Context: an optimization exercise on an open-source flow, tuned for small area and a short achievable clock period. The choices shown serve that exercise and are no tape-out recipe.
Function was checked by simulation only, so behaviour that the tests miss may differ from the original.
Power figures rest on the tool's default switching activity, not on a simulated workload.

==> flow/design.v <==
module ddr5_dimm_responder (
  input  logic        clk,
  input  logic        rst,
  input  logic        cmd_valid,
  input  logic [2:0]  cmd_type,
  input  logic        cmd_channel,
  input  logic [2:0]  cmd_bg,
  input  logic [1:0]  cmd_bank,
  input  logic [15:0] cmd_row,
  input  logic [5:0]  cmd_col,
  output logic        rd_valid,
  output logic [26:0] rd_tag,
  output logic        wr_ack,
  output logic [26:0] wr_tag,
  output logic        err_valid,
  output logic [2:0]  err_code,
  output logic [5:0]  open_banks
);
  localparam logic [6:0]   T_ACT_LD = 7'b0110000;   
  localparam logic [6:0]   T_PRE_LD = 7'b1000010;   
  localparam logic [127:0] OPEN_SET = 128'h00040560043368510238258d164a1301;
  logic [2:0]  eff;
  assign eff = (cmd_valid && !cmd_channel) ? cmd_type : 3'd0;
  logic [2:0]  p_type;
  logic [4:0]  p_idx;
  logic [15:0] p_row;
  logic [5:0]  p_col;
  always_ff @(posedge clk) begin
    p_type <= eff;
    p_idx  <= {cmd_bg, cmd_bank};
    p_row  <= cmd_row;
    p_col  <= cmd_col;
  end
  logic dec_q;   
  always_ff @(posedge clk or posedge rst) begin
    if (rst) dec_q <= 1'b0;
    else     dec_q <= !dec_q && (eff == 3'd1 || eff == 3'd3 || eff == 3'd5);
  end
  logic [4:0] idx_in;
  assign idx_in = {cmd_bg, cmd_bank};
  logic [6:0]  tmr  [32];
  logic [31:0] live;
  logic [15:0] rows [32];
  logic        pok_q, pre_cand_q, c_q, o_q;
  logic        err_valid_q;
  logic        f_act, f_pre, f_rw;
  assign f_act = pok_q && (p_type == 3'd2) && c_q;
  assign f_rw  = pok_q && (p_type == 3'd4 || p_type == 3'd6) && o_q;
  assign f_pre = pre_cand_q && !err_valid_q && live[p_idx];
  function automatic logic [6:0] tmr_step(input logic [6:0] q);
    tmr_step = {q[5:0], (q[6] == q[5]) && (q != 7'd0)};
  endfunction
  logic [31:0] pre_err_v;
  always_comb begin
    for (int i = 0; i < 32; i++)
      pre_err_v[i] = live[i] && (tmr[i] != 7'd0);
  end
  logic [6:0] s_p;
  logic       closed_p, live_p, open_p;
  assign s_p      = tmr[p_idx];
  assign live_p   = live[p_idx];
  assign closed_p = !live_p && (s_p == 7'd0);
  assign open_p   = live_p && OPEN_SET[s_p];
  logic p_is_act;
  assign p_is_act = (p_type == 3'd1);
  logic       mismatch, pair_err;
  logic [2:0] pair_code;
  logic [2:0]  x_type;
  logic [15:0] x_rowm;
  logic [5:0]  x_colm;
  assign x_type = p_type + 3'd1;
  assign x_rowm = {16{p_is_act}};
  assign x_colm = {6{!p_is_act}};
  assign mismatch  = !cmd_valid || cmd_channel || (|(cmd_type ^ x_type)) || (|(idx_in ^ p_idx)) ||
                     (|((cmd_row ^ p_row) & x_rowm)) || (|((cmd_col ^ p_col) & x_colm));
  assign pair_err  = p_is_act ? !closed_p : !open_p;
  assign pair_code = p_is_act ? (live_p ? 3'd1 : 3'd5) : 3'd2;
  logic is_half2, is_pre;
  assign is_half2 = (eff == 3'd2) || (eff == 3'd4) || (eff == 3'd6);
  assign is_pre   = (eff == 3'd7);
  logic       err_v_d;
  logic [2:0] err_c_d;
  logic pre_err;
  logic [31:0] idx_hot;
  always_comb for (int i = 0; i < 32; i++) idx_hot[i] = (idx_in == 5'(i));
  assign pre_err = (|(pre_err_v & idx_hot)) || (f_act && idx_in == p_idx);
  assign err_v_d = dec_q ? (mismatch || pair_err) : (is_half2 || (is_pre && pre_err));
  assign err_c_d = dec_q ? (mismatch ? 3'd4 : pair_code) : (is_half2 ? 3'd4 : 3'd3);
  logic [2:0] err_code_q;
  logic [5:0] open_q;
  always_ff @(posedge clk or posedge rst) begin
    if (rst) begin
      err_valid_q <= 1'b0;
      err_code_q  <= 3'd0;
      pok_q       <= 1'b0;
      pre_cand_q  <= 1'b0;
      open_q      <= 6'd0;
    end else begin
      err_valid_q <= err_v_d;
      err_code_q  <= err_c_d;
      pok_q       <= dec_q && !mismatch;
      pre_cand_q  <= !dec_q && is_pre;
      open_q      <= open_q + {5'd0, f_act} - {5'd0, f_pre};
    end
  end
  always_ff @(posedge clk) begin
    c_q <= closed_p;
    o_q <= open_p;
  end
  always_ff @(posedge clk or posedge rst) begin
    if (rst) begin
      live <= '0;
      for (int i = 0; i < 32; i++) tmr[i] <= 7'd0;
    end else begin
      for (int i = 0; i < 32; i++) begin
        if (f_act && p_idx == 5'(i)) begin
          tmr[i]  <= T_ACT_LD;
          live[i] <= 1'b1;
        end else if (f_pre && p_idx == 5'(i)) begin
          tmr[i]  <= T_PRE_LD;
          live[i] <= 1'b0;
        end else begin
          tmr[i]  <= tmr_step(tmr[i]);
        end
      end
    end
  end
  always_ff @(posedge clk) begin
    for (int i = 0; i < 32; i++)
      if (f_act && p_idx == 5'(i)) rows[i] <= p_row;
  end
  localparam int HL = 19;    
  localparam int FL = 37;    
  logic          ph;
  logic [FL:1]   v_q, r_q;
  logic          s_v;
  logic [10:0]   s_d;
  logic [10:0]   h_d [1:HL];
  always_ff @(posedge clk or posedge rst) begin
    if (rst) begin
      ph  <= 1'b0;
      s_v <= 1'b0;
      v_q <= '0;
    end else begin
      ph  <= !ph;
      s_v <= f_rw;
      v_q <= {v_q[FL-1:1], f_rw};
    end
  end
  always_ff @(posedge clk) begin
    r_q <= {r_q[FL-1:1], p_type == 3'd4};
    s_d <= {p_idx, p_col};
    if (ph) begin
      h_d[1] <= s_v ? s_d : {p_idx, p_col};
      for (int k = 2; k <= HL; k++) h_d[k] <= h_d[k-1];
    end
  end
  logic        wr_look, rd_look;
  logic [10:0] sel_d;
  logic [15:0] row_m;
  assign wr_look = v_q[FL-1] && !r_q[FL-1];
  assign rd_look = v_q[FL] && r_q[FL];
  assign sel_d   = (rd_look && !ph) ? h_d[HL] : h_d[HL-1];
  assign row_m   = rows[sel_d[10:6]];
  logic        rd_look_q, rd_valid_q, wr_ack_q;
  logic [26:0] rd_tag_q, wr_tag_q;
  always_ff @(posedge clk or posedge rst) begin
    if (rst) begin
      rd_look_q  <= 1'b0;
      rd_valid_q <= 1'b0;
      wr_ack_q   <= 1'b0;
      rd_tag_q   <= '0;
      wr_tag_q   <= '0;
    end else begin
      rd_look_q  <= rd_look;
      rd_valid_q <= rd_look_q;
      wr_ack_q   <= wr_look;
      if (rd_look) rd_tag_q <= {sel_d[10:6], row_m, sel_d[5:0]};
      wr_tag_q   <= {sel_d[10:6], row_m, sel_d[5:0]};
    end
  end
  assign rd_valid   = rd_valid_q;
  assign rd_tag     = rd_tag_q;
  assign wr_ack     = wr_ack_q;
  assign wr_tag     = wr_tag_q;
  assign err_valid  = err_valid_q;
  assign err_code   = err_code_q;
  assign open_banks = open_q;
endmodule
export LEC_CHECK = 0
export CAP_MARGIN = 20
export CORE_MARGIN = 2
export CORE_UTILIZATION = 40
export SLEW_MARGIN = 20
create_clock -name core_clock -period 20.0 [get_ports {clk}]
standard.sh (not shown) runs the stock make flow with config.mk's settings and CLKGATE_MAP_FILE= SYNTH_SCRIPT=/design/flow/synth_recipe.tcl, a recipe that flattens the netlist after the stock synthesis.
==> flow/flow/run.sh <==
#!/bin/bash
# Standard ORFS layout (the standard.sh) with extra optimisation effort:
# - the platform's don't-use list plus the 4-input NOR/OR cells (slow stacked PMOS), so
#   synthesis builds the input-side compare trees from faster gates;
# - repair_timing asked to leave extra setup margin, cells resized across footprints;
# - port buffers of a fixed small cell, clock tree with larger sink clusters and no dummy loads.
# The timing constraints (constraint.sdc) are unchanged; every port still gets a buffer.
set -euo pipefail
source flow/knobs.sh
DONT_USE="$(tr '\n' ' ' < flow/dont_use.txt)"
bash standard.sh SETUP_SLACK_MARGIN=$MARGIN MATCH_CELL_FOOTPRINT=0 "DONT_USE_CELLS=$DONT_USE" \
  "CTS_ARGS=$CTS" "BUFFER_PORTS_ARGS=$PORTBUF" $EXTRA finish > standard_make.log 2>&1
==> flow/flow/knobs.sh <==
MARGIN=14.8
CTS="-sink_clustering_enable -repair_clock_nets -dont_use_dummy_load -sink_clustering_size 30 -sink_clustering_max_diameter 60"
PORTBUF="-buffer_cell sky130_fd_sc_hd__buf_2"
EXTRA="CAP_MARGIN=10 SLEW_MARGIN=10 GPL_TIMING_DRIVEN=0"
Other scripts of this flow, unchanged in this note and not shown: flow/flow/dont_use.txt
The starting point produced a clean layout.
Rerun with:
==> flow/flow/knobs.sh (replaced) <==
MARGIN=14.8
CTS="-sink_clustering_enable -repair_clock_nets -dont_use_dummy_load -sink_clustering_size 30 -sink_clustering_max_diameter 60 -balance_levels"
PORTBUF="-buffer_cell sky130_fd_sc_hd__buf_2"
EXTRA="CAP_MARGIN=10 SLEW_MARGIN=10"
What happened:
- global-route usage decreases by 2.6 points
- worst setup slack gains 0.028 ns
- synthesized area is unchanged
Rerun with:
==> flow/flow/knobs.sh (replaced) <==
MARGIN=14.9
CTS="-sink_clustering_enable -repair_clock_nets -dont_use_dummy_load -sink_clustering_size 30 -sink_clustering_max_diameter 60"
PORTBUF="-buffer_cell sky130_fd_sc_hd__buf_2"
EXTRA="CAP_MARGIN=10 SLEW_MARGIN=10"
Critical path depth does not change.
Cell area grows by 0.47%.
Worst hold slack stays flat.
Total power is about the same.
Via count went up by about 0.4%.
Routed wire length is higher by 0.45%.
First-iteration DRC count went up by 6.4%.
Utilization increases by 0.21 points.
Global-route usage hardly moves.
Count of clock-buffer cells in the layout is unchanged.
Rerun with:
==> flow/flow/knobs.sh (replaced) <==
MARGIN=14.8
CTS="-sink_clustering_enable -repair_clock_nets -dont_use_dummy_load -sink_clustering_size 30 -sink_clustering_max_diameter 60"
PORTBUF="-buffer_cell sky130_fd_sc_hd__buf_2"
EXTRA=""
Result:
- first-iteration DRC count came out lower by 4.4%
- via count barely changes
- area after synthesis is unchanged
Rerun with:
==> flow/flow/knobs.sh (replaced) <==
MARGIN=14.8
CTS="-sink_clustering_enable -repair_clock_nets -dont_use_dummy_load -sink_clustering_size 30 -sink_clustering_max_diameter 60"
PORTBUF="-buffer_cell sky130_fd_sc_hd__buf_2"
EXTRA="CAP_MARGIN=10 SLEW_MARGIN=10"
Effect:
- The changed run passed the timing, design-rule and antenna checks
- power stays flat
- die area is unchanged
- design area stays flat
- routed wire length stays flat
- worst hold slack hardly moves

* * *

Setup of job 5500:
ddr5_dimm_responder, a different RTL version from the one above (not shown whole).
Size: roughly 2900 cells after synthesis, ~1200 flip-flops, roughly 100 I/O pins.
==> flow/config.mk <==
export PLATFORM = sky130hd
export DESIGN_NAME = ddr5_dimm_responder
export DESIGN_NICKNAME = ddr5_dimm_responder
export VERILOG_FILES = /design/flow/design.v
export SDC_FILE = /design/flow/constraint.sdc
export NUM_CORES = 4
export LEC_CHECK = 0
export CAP_MARGIN = 20
export CORE_MARGIN = 2
export CORE_UTILIZATION = 40
export SLEW_MARGIN = 20
==> flow/constraint.sdc <==
create_clock -name core_clock -period 20.0 [get_ports {clk}]
set_input_delay 4.0000 -clock core_clock [delete_from_list [all_inputs] [get_ports {clk}]]
set_output_delay 4.0000 -clock core_clock [all_outputs]
set_load 0.01 [all_outputs]
==> flow/flow/run.sh <==
#!/bin/bash
# Standard ORFS layout (the standard.sh) with extra optimisation effort: repair_timing is
# asked to leave extra setup margin, cells may be resized across footprints, and the clock
# tree uses larger sink clusters without dummy loads. The timing constraints
# (constraint.sdc) are unchanged; every port still gets a buffer.
set -euo pipefail
source flow/knobs.sh
bash standard.sh SETUP_SLACK_MARGIN=$MARGIN MATCH_CELL_FOOTPRINT=0 "CTS_ARGS=$CTS" "BUFFER_PORTS_ARGS=$PORTBUF" $EXTRA finish > standard_make.log 2>&1
==> flow/flow/knobs.sh <==
MARGIN=14.7
CTS="-sink_clustering_enable -repair_clock_nets -dont_use_dummy_load -sink_clustering_size 30 -sink_clustering_max_diameter 80"
PORTBUF="-buffer_cell sky130_fd_sc_hd__buf_2"
EXTRA=""
Job 5500 has completed all stages; timing, DRC and antenna checks passed.
Input changes introduced in job 5102 (baseline for comparison: job 5500):
==> flow/flow/knobs.sh <==
MARGIN=14.8
CTS="-sink_clustering_enable -repair_clock_nets -dont_use_dummy_load -sink_clustering_size 30 -sink_clustering_max_diameter 60"
PORTBUF="-buffer_cell sky130_fd_sc_hd__buf_2"
EXTRA=""
Results
- Power: job 5102 draws more than job 5500
- Job 5102 against job 5500: tightest hold margin has increased; number of inverters outside the clock class in the layout comparable.
- Between job 5500 and job 5102, power per standard cell area is lower for job 5500, job 5102 comes in above that.
- Logic gate share of total power on job 5102 is down relative to job 5500.
- Job 5102 vs job 5500: placed wire-length estimate up slightly
- Compared with job 5500, job 5102 ends up with a larger final cell area.
- From job 5500 to job 5102 the numbers moved as follows: share of the core filled with cells has increased; overall routed net length higher; slew at the pin with the worst max-slew slack has decreased; via count up 0.87%.

* * *

Setup of red:
Another version of the RTL of ddr5_dimm_responder (not shown whole).
Size in the first run: ~2900 cells after synthesis, about 100 I/O pins.
Settings: LEC_CHECK=0, CAP_MARGIN=20, CORE_MARGIN=2, CORE_UTILIZATION=40, SLEW_MARGIN=20; clock period 20.0 ns.
==> flow/flow/run.sh <==
#!/bin/bash
# Standard ORFS layout (the standard.sh) with extra optimisation effort:
# - the platform's don't-use list plus the 4-input NOR/OR cells (slow stacked PMOS), so
#   synthesis builds the input-side compare trees from faster gates;
# - repair_timing asked to leave extra setup margin, cells resized across footprints;
# - port buffers of a fixed small cell, clock tree with larger sink clusters and no dummy loads.
# The timing constraints (constraint.sdc) are unchanged; every port still gets a buffer.
set -euo pipefail
source flow/knobs.sh
DONT_USE="$(tr '\n' ' ' < flow/dont_use.txt)"
bash standard.sh SETUP_SLACK_MARGIN=$MARGIN MATCH_CELL_FOOTPRINT=0 "DONT_USE_CELLS=$DONT_USE" \
  "CTS_ARGS=$CTS" "BUFFER_PORTS_ARGS=$PORTBUF" $EXTRA finish > standard_make.log 2>&1
==> flow/flow/knobs.sh <==
MARGIN=14.8
CTS="-sink_clustering_enable -repair_clock_nets -dont_use_dummy_load -sink_clustering_size 30 -sink_clustering_max_diameter 60"
PORTBUF="-buffer_cell sky130_fd_sc_hd__buf_2"
EXTRA="PLACE_DENSITY=0.7"
Other scripts of this flow, unchanged in this note and not shown: flow/flow/dont_use.txt
red ran to completion and came out clean on the timing, design-rule and antenna checks.
For blue, these inputs were changed with respect to red:
-- flow/flow/knobs.sh --
<<< red, line 3
PORTBUF="-buffer_cell sky130_fd_sc_hd__buf_2"
EXTRA="PLACE_DENSITY=0.7"
>>> blue, line 3
PORTBUF="-buffer_cell sky130_fd_sc_hd__buf_2"
EXTRA=""
Results
blue closes out successfully: all stages finished, all timing, DRC and antenna checks passed. Between blue and red, it is blue whose source-to-sink clock delay at the later pin of the worst-skew pair is higher, by 20 ps. Fraction of the mapped netlist area in compound gates: red vs blue, no meaningful difference. Final worst-path setup slack (blue over red): increase, 68 ps. Of blue and red, red shows the lower critical path depth, with blue above it. Time the final worst path needs with I/O delays and setup in blue vs red: down 68 ps. Compared with red, blue supports a higher clock frequency. Against red, count of clock-buffer cells in the layout in blue rose by more than 10%. Compared with red, blue shows total net switching power higher by about 4.5%.
Input-level comparison between green and blue:
==> flow/flow/knobs.sh <==
MARGIN=14.7
CTS="-sink_clustering_enable -repair_clock_nets -dont_use_dummy_load -sink_clustering_size 30 -sink_clustering_max_diameter 60"
PORTBUF="-buffer_cell sky130_fd_sc_hd__buf_2"
EXTRA="CORE_UTILIZATION=50"
- On sequential share of layout area, green tracks blue almost exactly.
- Core utilization: green > blue
- Post-layout minimum cycle time | green above blue
- There was hardly any difference in multi-input logic portion of the cell area between blue and green.
- The lower routed wire length came out of blue.
For orange, these inputs were changed with respect to green:
==> flow/flow/knobs.sh <==
MARGIN=14.8
CTS="-sink_clustering_enable -repair_clock_nets -dont_use_dummy_load -sink_clustering_size 40 -sink_clustering_max_diameter 50"
PORTBUF="-buffer_cell sky130_fd_sc_hd__buf_2"
EXTRA=""
--- outcome ---
Diff green -> orange | total number of tap cells | up by more than 10%. Comparing green and orange, the higher count of inserted antenna diode cells was measured on green. orange ends up with a number of clock buffer instances in the layout that is about 22% higher than in green.

==> re-timing with driven ports <==
No port has a modelled driver above. Below, the same layouts with a new extraction and two added sets of constraints. Step 1 (the two cells are an assumption about what drives the block):
set clk [get_ports {clk}]
set_driving_cell -lib_cell sky130_fd_sc_hd__clkbuf_16 $clk
set_driving_cell -lib_cell sky130_fd_sc_hd__buf_2 [delete_from_list [all_inputs] $clk]
Step 2 moves the port delays by t, midway between the first and last clock arrival at a register: inputs arrive t later, outputs are due t later. That takes back most of the time a late clock gives input paths. Slacks: ideal / step 1 / step 2; pairs: ideal / step 1.
| run | shift t [ns] | setup WS [ns] | latest minus earliest clock arrival (ns) |
|---|---|---|---|
| the first run of note 1 | 0.693 | 14.781 / 14.716 / 14.144 | 0.117 / 0.116 |
| the second run of note 1 | 0.688 | 14.809 / 14.744 / 14.272 | 0.091 / 0.091 |
| the third run of note 1 | 0.686 | 14.804 / 14.740 / 14.351 | 0.087 / 0.088 |
| the fourth run of note 1 | 0.694 | 14.794 / 14.730 / 14.236 | 0.093 / 0.094 |
| the fifth run of note 1 | 0.688 | 14.809 / 14.744 / 14.272 | 0.091 / 0.091 |
| job 5500 | 0.711 | 14.380 / 14.381 / 13.670 | 0.091 / 0.092 |
| job 5102 | 0.694 | 14.265 / 14.253 / 13.559 | 0.092 / 0.092 |
| red | 0.706 | 14.651 / 14.591 / 13.987 | 0.100 / 0.100 |
| blue | 0.727 | 14.719 / 14.659 / 14.022 | 0.120 / 0.120 |
| green | 0.716 | 14.651 / 14.651 / 14.059 | 0.078 / 0.078 |
| orange | 0.731 | 14.706 / 14.712 / 14.012 | 0.087 / 0.088 |
After both steps setup and hold are still met in every run listed. For job 5500, which loses most, drivers alone change the setup slack by +0.001 ns; drivers and shift together by -0.710 ns.
